Context: an optimization exercise on an open-source flow, tuned for small area, a short achievable clock period and few clock cycles. The choices shown serve that exercise and are no tape-out recipe.
Only simulation tests tie the RTL to the original design; equivalence was not proved.
Power and IR drop assume default switching activity.

==> design.v <==
`timescale 1ns/1ns
package mem_ctrl_pkg;
    localparam int addr_width = 32;
    localparam int data_width = 32;
    localparam int sb_depth       = 8;
    localparam int sb_index_width = 3;
    typedef logic [addr_width-1:0] addr_t;
    typedef logic [data_width-1:0] word_t;
    typedef logic [7:0]            byte_t;
    typedef enum logic [1:0] {
        size_byte = 2'd0,
        size_half = 2'd1,
        size_word = 2'd2
    } access_size_t;
    typedef enum logic [2:0] {
        op_lb  = 3'd0,
        op_lh  = 3'd1,
        op_lw  = 3'd2,
        op_lbu = 3'd3,
        op_lhu = 3'd4
    } load_op_t;
    typedef struct packed {
        addr_t        addr;
        word_t        data;
        access_size_t size;
    } store_entry_t;
    typedef struct packed {
        logic         write;
        addr_t        addr;
        access_size_t size;
        word_t        data;
    } burst_req_t;
    typedef struct packed {
        logic  write;
        addr_t addr;
        byte_t wdata;
    } ram_bus_t;
endpackage
`timescale 1ns/1ns
module store_buffer (
    input  logic                       clk,
    input  logic                       rst,
    input  logic                       push,
    input  mem_ctrl_pkg::store_entry_t push_entry,
    input  logic                       pop,
    output logic                       head_valid,
    output mem_ctrl_pkg::store_entry_t head_entry,
    output logic                       full
);
    typedef logic [mem_ctrl_pkg::sb_index_width-1:0] sb_index_t;
    logic [2*mem_ctrl_pkg::addr_width+1:0] entries [0:mem_ctrl_pkg::sb_depth-1];
    sb_index_t                               head_ptr;
    sb_index_t                               tail_ptr;
    logic [mem_ctrl_pkg::sb_index_width:0]   count;
    function automatic sb_index_t next_ptr(input sb_index_t ptr);
        if (ptr == sb_index_t'(mem_ctrl_pkg::sb_depth - 1)) begin
            next_ptr = '0;
        end else begin
            next_ptr = ptr + 1'b1;
        end
    endfunction
    always_ff @(posedge clk) begin
        if (rst) begin
            head_ptr <= '0;
            tail_ptr <= '0;
            count    <= '0;
        end else begin
            if (push) begin
                tail_ptr <= next_ptr(tail_ptr);
            end
            if (pop) begin
                head_ptr <= next_ptr(head_ptr);
            end
            case ({push, pop})
                2'b10:   count <= count + 1'b1;
                2'b01:   count <= count - 1'b1;
                default: count <= count;
            endcase
        end
    end
    always_ff @(posedge clk) begin
        if (push) begin
            entries[tail_ptr] <= push_entry;
        end
    end
    assign head_entry = entries[head_ptr];
    assign head_valid = (count != '0);
    assign full       = (count == mem_ctrl_pkg::sb_depth);
endmodule
`timescale 1ns/1ns
module byte_sequencer (
    input  logic                     clk,
    input  logic                     rst,
    input  logic                     burst_start,
    input  mem_ctrl_pkg::burst_req_t burst,
    output logic                     burst_done,
    output mem_ctrl_pkg::word_t      burst_rdata,
    output mem_ctrl_pkg::ram_bus_t   ram,
    input  mem_ctrl_pkg::byte_t      ram_rdata
);
    logic                  wr_q;
    mem_ctrl_pkg::word_t   data_q;
    mem_ctrl_pkg::addr_t   addr_cnt;
    logic [1:0]            idx;
    logic [1:0]            last_idx;
    logic                  busy;
    logic                  bus_active;
    logic [1:0]            bus_lane;
    logic                  bus_last;
    logic                  ret_valid;
    logic [1:0]            ret_lane;
    logic                  ret_last;
    logic                  rd_done;
    mem_ctrl_pkg::word_t   rd_word;
    function automatic logic [1:0] burst_last_index(input mem_ctrl_pkg::access_size_t size);
        case (size)
            mem_ctrl_pkg::size_byte: burst_last_index = 2'd0;
            mem_ctrl_pkg::size_half: burst_last_index = 2'd1;
            default:                 burst_last_index = 2'd3;
        endcase
    endfunction
    always_ff @(posedge clk) begin
        if (rst) begin
            busy       <= 1'b0;
            bus_active <= 1'b0;
            ram.write  <= 1'b0;
        end else if (burst_start) begin
            wr_q       <= burst.write;
            data_q     <= burst.data;
            last_idx   <= burst_last_index(burst.size);
            addr_cnt   <= burst.addr + 1'b1;
            idx        <= 2'd1;
            busy       <= (burst_last_index(burst.size) != 2'd0);
            bus_active <= 1'b1;
            bus_lane   <= 2'd0;
            bus_last   <= (burst_last_index(burst.size) == 2'd0);
            ram.write  <= burst.write;
            ram.addr   <= burst.addr;
            ram.wdata  <= burst.data[7:0];
        end else if (busy) begin
            addr_cnt   <= addr_cnt + 1'b1;
            idx        <= idx + 1'b1;
            busy       <= (idx != last_idx);
            bus_active <= 1'b1;
            bus_lane   <= idx;
            bus_last   <= (idx == last_idx);
            ram.write  <= wr_q;
            ram.addr   <= addr_cnt;
            ram.wdata  <= data_q[8*idx +: 8];
        end else begin
            bus_active <= 1'b0;
            ram.write  <= 1'b0;
        end
    end
    always_ff @(posedge clk) begin
        if (rst) begin
            ret_valid <= 1'b0;
            rd_done   <= 1'b0;
        end else begin
            ret_valid <= bus_active && !ram.write;
            rd_done   <= ret_valid && ret_last;
        end
        ret_lane <= bus_lane;
        ret_last <= bus_last;
    end
    always_ff @(posedge clk) begin
        if (burst_start) begin
            rd_word <= '0;
        end else if (ret_valid) begin
            rd_word[8*ret_lane +: 8] <= ram_rdata;
        end
    end
    assign burst_done  = rd_done || (bus_active && ram.write && bus_last);
    assign burst_rdata = rd_word;
endmodule
`timescale 1ns/1ns
module mem_arbiter (
    input  logic                       clk,
    input  logic                       rst,
    input  logic                       fetch_req,
    input  mem_ctrl_pkg::addr_t        fetch_pc,
    output logic                       fetch_valid,
    output mem_ctrl_pkg::word_t        fetch_inst,
    input  logic                       load_req,
    input  mem_ctrl_pkg::load_op_t     load_op,
    input  mem_ctrl_pkg::addr_t        load_addr,
    output logic                       load_valid,
    output mem_ctrl_pkg::word_t        load_value,
    input  logic                       rollback,
    input  logic                       head_valid,
    input  mem_ctrl_pkg::store_entry_t head_entry,
    output logic                       pop,
    output logic                       burst_start,
    output mem_ctrl_pkg::burst_req_t   burst,
    input  logic                       burst_done,
    input  mem_ctrl_pkg::word_t        burst_rdata
);
    typedef enum logic [1:0] {
        own_idle,
        own_fetch,
        own_load,
        own_store
    } owner_t;
    owner_t                  owner;
    owner_t                  pick;
    logic                    squash;
    logic                    fetch_pend;
    mem_ctrl_pkg::addr_t     fetch_addr_q;
    logic                    load_pend;
    mem_ctrl_pkg::load_op_t  load_op_q;
    mem_ctrl_pkg::addr_t     load_addr_q;
    function automatic mem_ctrl_pkg::access_size_t load_size(input mem_ctrl_pkg::load_op_t op);
        case (op)
            mem_ctrl_pkg::op_lb, mem_ctrl_pkg::op_lbu: load_size = mem_ctrl_pkg::size_byte;
            mem_ctrl_pkg::op_lh, mem_ctrl_pkg::op_lhu: load_size = mem_ctrl_pkg::size_half;
            default:                                   load_size = mem_ctrl_pkg::size_word;
        endcase
    endfunction
    function automatic mem_ctrl_pkg::word_t extend_load(input mem_ctrl_pkg::load_op_t op,
                                                        input mem_ctrl_pkg::word_t raw);
        case (op)
            mem_ctrl_pkg::op_lb:  extend_load = {{24{raw[7]}}, raw[7:0]};
            mem_ctrl_pkg::op_lh:  extend_load = {{16{raw[15]}}, raw[15:0]};
            mem_ctrl_pkg::op_lbu: extend_load = {24'b0, raw[7:0]};
            mem_ctrl_pkg::op_lhu: extend_load = {16'b0, raw[15:0]};
            default:              extend_load = raw;
        endcase
    endfunction
    always_comb begin
        pick = own_idle;
        if (head_valid) begin
            pick = own_store;
        end else if (fetch_pend && !rollback) begin
            pick = own_fetch;
        end else if (load_pend && !rollback) begin
            pick = own_load;
        end
    end
    assign burst_start = (owner == own_idle) && (pick != own_idle);
    assign pop         = burst_start && (pick == own_store);
    always_comb begin
        burst.write = 1'b0;
        burst.data  = '0;
        case (pick)
            own_store: begin
                burst.write = 1'b1;
                burst.addr  = head_entry.addr;
                burst.size  = head_entry.size;
                burst.data  = head_entry.data;
            end
            own_fetch: begin
                burst.addr  = fetch_addr_q;
                burst.size  = mem_ctrl_pkg::size_word;
            end
            default: begin
                burst.addr  = load_addr_q;
                burst.size  = load_size(load_op_q);
            end
        endcase
    end
    always_ff @(posedge clk) begin
        if (rst) begin
            owner       <= own_idle;
            squash      <= 1'b0;
            fetch_pend  <= 1'b0;
            load_pend   <= 1'b0;
            fetch_valid <= 1'b0;
            load_valid  <= 1'b0;
        end else begin
            fetch_valid <= 1'b0;
            load_valid  <= 1'b0;
            if (burst_start && pick == own_fetch) begin
                fetch_pend <= 1'b0;
            end
            if (burst_start && pick == own_load) begin
                load_pend <= 1'b0;
            end
            if (fetch_req) begin
                fetch_pend <= 1'b1;
            end
            if (load_req) begin
                load_pend <= 1'b1;
            end
            if (rollback) begin
                fetch_pend <= 1'b0;
                load_pend  <= 1'b0;
            end
            if (burst_start) begin
                owner  <= pick;
                squash <= 1'b0;
            end else if (burst_done) begin
                owner  <= own_idle;
                squash <= 1'b0;
            end else if (rollback && (owner == own_fetch || owner == own_load)) begin
                squash <= 1'b1;
            end
            if (burst_done && !squash && !rollback) begin
                fetch_valid <= (owner == own_fetch);
                load_valid  <= (owner == own_load);
            end
        end
    end
    always_ff @(posedge clk) begin
        if (fetch_req) begin
            fetch_addr_q <= fetch_pc;
        end
        if (load_req) begin
            load_op_q   <= load_op;
            load_addr_q <= load_addr;
        end
        if (burst_done && owner == own_fetch) begin
            fetch_inst <= burst_rdata;
        end
        if (burst_done && owner == own_load) begin
            load_value <= extend_load(load_op_q, burst_rdata);
        end
    end
endmodule
`timescale 1ns/1ns
module mem_controller (
    input  logic                       clk,
    input  logic                       rst,
    output mem_ctrl_pkg::ram_bus_t     ram,
    input  mem_ctrl_pkg::byte_t        ram_rdata,
    input  logic                       fetch_req,
    input  mem_ctrl_pkg::addr_t        fetch_pc,
    output logic                       fetch_valid,
    output mem_ctrl_pkg::word_t        fetch_inst,
    input  logic                       load_req,
    input  mem_ctrl_pkg::load_op_t     load_op,
    input  mem_ctrl_pkg::addr_t        load_addr,
    output logic                       load_valid,
    output mem_ctrl_pkg::word_t        load_value,
    input  logic                       commit_valid,
    input  mem_ctrl_pkg::store_entry_t commit_store,
    output logic                       buffer_full,
    input  logic                       rollback
);
    logic                       head_valid;
    mem_ctrl_pkg::store_entry_t head_entry;
    logic                       pop;
    logic                       burst_start;
    mem_ctrl_pkg::burst_req_t   burst;
    logic                       burst_done;
    mem_ctrl_pkg::word_t        burst_rdata;
    store_buffer i_store_buffer (
        .clk        (clk),
        .rst        (rst),
        .push       (commit_valid),
        .push_entry (commit_store),
        .pop        (pop),
        .head_valid (head_valid),
        .head_entry (head_entry),
        .full       (buffer_full)
    );
    mem_arbiter i_mem_arbiter (
        .clk         (clk),
        .rst         (rst),
        .fetch_req   (fetch_req),
        .fetch_pc    (fetch_pc),
        .fetch_valid (fetch_valid),
        .fetch_inst  (fetch_inst),
        .load_req    (load_req),
        .load_op     (load_op),
        .load_addr   (load_addr),
        .load_valid  (load_valid),
        .load_value  (load_value),
        .rollback    (rollback),
        .head_valid  (head_valid),
        .head_entry  (head_entry),
        .pop         (pop),
        .burst_start (burst_start),
        .burst       (burst),
        .burst_done  (burst_done),
        .burst_rdata (burst_rdata)
    );
    byte_sequencer i_byte_sequencer (
        .clk         (clk),
        .rst         (rst),
        .burst_start (burst_start),
        .burst       (burst),
        .burst_done  (burst_done),
        .burst_rdata (burst_rdata),
        .ram         (ram),
        .ram_rdata   (ram_rdata)
    );
endmodule
`timescale 1ns/1ns
module mem_ctrl_top (
    input  logic        clk,
    input  logic        rst,
    output logic        ram_write,
    output logic [31:0] ram_addr,
    output logic [7:0]  ram_wdata,
    input  logic [7:0]  ram_rdata,
    input  logic        fetch_req,
    input  logic [31:0] fetch_pc,
    output logic        fetch_valid,
    output logic [31:0] fetch_inst,
    input  logic        load_req,
    input  logic [2:0]  load_op,
    input  logic [31:0] load_addr,
    output logic        load_valid,
    output logic [31:0] load_value,
    input  logic        commit_valid,
    input  logic [31:0] commit_addr,
    input  logic [31:0] commit_data,
    input  logic [1:0]  commit_size,
    output logic        buffer_full,
    input  logic        rollback
);
    mem_ctrl_pkg::ram_bus_t     ram;
    mem_ctrl_pkg::store_entry_t commit_store;
    assign ram_write         = ram.write;
    assign ram_addr          = ram.addr;
    assign ram_wdata         = ram.wdata;
    assign commit_store.addr = commit_addr;
    assign commit_store.data = commit_data;
    assign commit_store.size = mem_ctrl_pkg::access_size_t'(commit_size);
    mem_controller i_mem_controller (
        .clk          (clk),
        .rst          (rst),
        .ram          (ram),
        .ram_rdata    (ram_rdata),
        .fetch_req    (fetch_req),
        .fetch_pc     (fetch_pc),
        .fetch_valid  (fetch_valid),
        .fetch_inst   (fetch_inst),
        .load_req     (load_req),
        .load_op      (mem_ctrl_pkg::load_op_t'(load_op)),
        .load_addr    (load_addr),
        .load_valid   (load_valid),
        .load_value   (load_value),
        .commit_valid (commit_valid),
        .commit_store (commit_store),
        .buffer_full  (buffer_full),
        .rollback     (rollback)
    );
endmodule
==> run.sh <==
#!/bin/bash
# synth_recipe.tcl (not shown) runs the flow's synth.tcl, then flattens the netlist and writes it again
# the make line also repeats each setting of config.mk as NAME=value (left out here)
make -C /OpenROAD-flow-scripts/flow DESIGN_CONFIG=/design/flow/config.mk WORK_HOME=/design/flow/orfs CLKGATE_MAP_FILE= SYNTH_SCRIPT=/design/flow/synth_recipe.tcl finish
==> config.mk <==
export PLATFORM = sky130hd
export DESIGN_NAME = mem_ctrl_top
export DESIGN_NICKNAME = mem_ctrl_top
export VERILOG_FILES = /design/flow/design.v
export SDC_FILE = /design/flow/constraint.sdc
export NUM_CORES = 4
export LEC_CHECK = 0
export CAP_MARGIN = 20
export CORE_MARGIN = 2
export CORE_UTILIZATION = 40
export SLEW_MARGIN = 20
==> constraint.sdc <==
create_clock -name core_clock -period 5.0 [get_ports {clk}]
set_input_delay 1.0000 -clock core_clock [delete_from_list [all_inputs] [get_ports {clk}]]
set_output_delay 1.0000 -clock core_clock [all_outputs]
set_load 0.01 [all_outputs]
==> results.txt <==
==> kinds of logic after synthesis <==
family          synth area share, %
buf+inv                        1.62
simple gates                   5.00
flops                          76.2
mux                            11.3
compound gates                 4.25
xor+xnor                       1.01
fa+ha+maj                     0.650
==> where the power goes <==
group          switching, mW  total, mW  internal (mW)
sequential             0.571       9.26           8.69
clock                   2.73       6.35           3.61
combinational           2.72       4.66           1.94
total                   6.02       20.3           14.2
==> cell usage in the layout, fill, tap and decap left out, types with 6 or more instances in the layout <==
cell type        count
xnor2_1             27
clkbuf_16           88
a2bb2oi_1            7
nor2_4               8
inv_1               26
clkinv_2            20
dfxtp_1             57
mux2i_1            107
mux4_2             110
a31oi_1              8
a22o_1               8
a211oi_1             8
clkdlybuf4s50_1    252
xor2_1              10
buf_4               33
nor2_1             110
o21ai_0             16
buf_12               9
a21oi_1             42
and2_1               6
a22oi_1             60
ha_1                15
clkinv_1            17
clkbuf_1            14
nor2b_1              7
nand2b_1            12
nor4b_1              8
nand2_1            125
bufinv_16            6
nor3_1              19
edfxtp_1           771
nand3_1             11
==> stage by stage <==
step	util, %	instance area, um^2
floorplan	-	32000
global placement	45.5	36000
detailed placement	45.5	36000
CTS	49.1	38800
global route	49.1	38800
finish	49.1	38800
==> sequential cells by signal, indices dropped and copies added (netlist names), 4 cells and up, named ones only <==
| register | flops |
|---|---|
| i_mem_controller.i_byte_sequencer.data_q | 32 |
| i_mem_controller.i_byte_sequencer.ram | 41 |
| i_mem_controller.i_store_buffer.entries | 528 |
| i_mem_controller.i_store_buffer.count | 4 |
| i_mem_controller.i_byte_sequencer.addr_cnt | 32 |
| i_mem_controller.i_mem_arbiter.fetch_addr_q | 32 |
| i_mem_controller.i_mem_arbiter.fetch_inst | 32 |
| i_mem_controller.i_byte_sequencer.rd_word | 32 |
| i_mem_controller.i_mem_arbiter.load_addr_q | 32 |
| i_mem_controller.i_mem_arbiter.load_value | 32 |
==> layout make-up <==
cell class                 count  share of cell area (%)
clock buffer                 104                    5.88
inverter                      30                   0.290
clock inverter                59                    1.43
antenna                        4                  0.0258
tap                         1050                    3.39
timing repair buffer         296                    7.63
multi-input combinational    806                    18.6
sequential                   831                    62.8
==> final timing paths <==
kind | startpoint | to | slack [ns] | cells past startpoint
max | rollback | i_mem_controller.i_byte_sequencer.addr_cnt[20]$_DFFE_PP_ | 0.71 | 9
min | i_mem_controller.i_byte_sequencer.bus_lane[0]$_SDFFCE_PN0P_ | i_mem_controller.i_byte_sequencer.ret_lane[0]$_DFF_P_ | 0.34 | 0
max reg2reg | register | i_mem_controller.i_byte_sequencer.addr_cnt[20]$_DFFE_PP_ | 0.79 | 8
min reg2reg | i_mem_controller.i_byte_sequencer.bus_lane[0]$_SDFFCE_PN0P_ | i_mem_controller.i_byte_sequencer.ret_lane[0]$_DFF_P_ | 0.34 | 0
==> per-layer routing <==
layer	vias to the layer above	track usage, %
met1	8735	27.0
met4	10	4.63
met2	566	30.8
met5	-	0
li1	7513	-
met3	134	3.89
==> worst max-delay path: stages <==
cell	delay [ns]
clkdlybuf4s50_1	0.57
nand2b_1	0.35
o21ai_1	0.45
a21oi_1	0.08
o31ai_1	0.63
nand4_1	0.31
or4_1	0.66
or4_1	0.48
xnor2_1	0.13
==> impl_metrics.tcl <==
set metrics [dict create \
    synth_cells 1748 \
    p_leak_nw 12.5 \
    wl_met2_mm 37.5 \
    grtUsageTotal_pct 19.2 \
    drt-met1-wl_mm 34.0 \
    drcViolationCount 0 \
    finalSetupViolCount 0 \
    cts_root_buffer "clkbuf_16" \
    vias_per_cell 5.33 \
    synth-seq-area-share_pct 76.2 \
    critPathKind "primary input to register" \
    regArea_mm2 0.0244 \
    die_w_um 287 \
    synth_flop_cell "edfxtp_1" \
    max-cap-violations 0 \
    cts_hold_buf 0 \
    dp_hpwl_mm 50.6 \
    synth_cell_types 68 \
    fmax_ghz 0.233 \
    fin_worst_skew_ns 0.0298 \
    wl_met3_mm 5.49 \
    overflow 0 \
    fin_ws_ns 0.709 \
    final_antenna_net_count 0 \
    rsz0062_at_grt "no" \
    cp-start-kind "primary input" \
    initial_utilization_pct 40.5 \
    min_path_type "register to register" \
    cts_max_level 3 \
    cts_buffers 87 \
    cp-end-kind "register" \
    peakVddDrop_v 0.000410 \
    cts_tree "built" \
    netlist_area_mm2 0.0320 \
    yosys_warnings 3 \
    slew_headroom_pct 32.4 \
    pre_cts_ws_ns 0.165 \
    nets 2215 \
    netlist_top_cells_count "edfxtp_1 (771), nand2_1 (125), nor2_1 (119)" \
    cp_max_fo 8 \
    io_buffers 254 \
    post-cts-setup-buffers 0 \
    insertion_delay_ns 0.64 \
    cts.clk_slew.worst_paths_ns 0.06 \
    grt_max_degree 67 \
    finalHoldViolations 0 \
    tns_ns 0 \
    yosysMostFrequentCell "edfxtp_1" \
    synth_area_leader_cell "edfxtp_1" \
    drv_slew 0 \
    ys_async_sr_fraction_pct 0 \
    timing.hold.ws_ns 0.345 \
    drt_iter0_markers 1393 \
    p_total_mw 20.3 \
    synth-seq-cells 831 \
    required_ns 5.38 \
    status "finished clean" \
    fillers 6482 \
    drive_gt1_share_pct 15.8 \
    routed_wl_mm 78.9 \
    fin_crit_sh_pct 85.8 \
    row_count 103 \
    clockBufferDepth 3 \
    grt_pass1_vias 17060 \
    core_mm2 0.0790 \
    avgSynthCellArea_um2 18.3 \
    routabilityCongestion 0.898 \
    netlist.area_leader.share_pct 72.4 \
    layoutNonFillerInstCount 3180 \
    synth_nets 1911 \
    dr.pass1.iters 5 \
    synth-edff-count 771 \
    maxUsedRoutingLayer "met5" \
    syn_to_final_growth_pct 21.4 \
    period_needed_ns 4.29 \
    grt_pass1_wl_mm 116 \
    worstPathArrival_ns 4.67 \
    synthTopCellsByArea "edfxtp_1 (72%), mux4_2 (7.8%), dfxtp_1 (3.8%)" \
    multi_input_area_mm2 0.00721 \
    cts_resized 0 \
    die_h_um 287 \
    antenna_found_initial 9 \
    worst_pin_slew_ns 1.01 \
    post_drt_wl_per_cell_um 24.8 \
    pwr_density_cell_mw_per_mm2 522 \
    cts.sinks 831 \
    ioPinCount 255 \
    die-area_mm2 0.0822 \
    placedCellCount 3013 \
    num_vias 16958 \
]
Testbench counts, summed over its fixed seeds: cycles 123,916.

## port drivers added, routing unchanged
No port has a modelled driver above. Below, the same layout with a new extraction and two added sets of constraints.
Step 1 sets driving cells, clkbuf_16 on the clock port and buf_2 on the other inputs (assumed; they add their load-dependent delay and slew).
Step 2 adds t to the input delays and takes it off the output delays; t is the mean of the earliest and latest rising clock arrival at the registers after step 1. Input paths then give back, and output paths get back, about the clock's delay inside the block.
Three values: ideal ports, drivers, drivers and shift; two values: the first two.
t (ns): 0.694
setup slack, ns: 0.709 / 0.719 / 0.025
worst setup path at the end: input to register
worst slew at a driven data input, ns: 0.12
pins driven straight from the clock port: 1
After both steps setup and hold are still met in this run. The setup slack of this run moves by +0.010 ns with the drivers and by -0.684 ns with both steps.
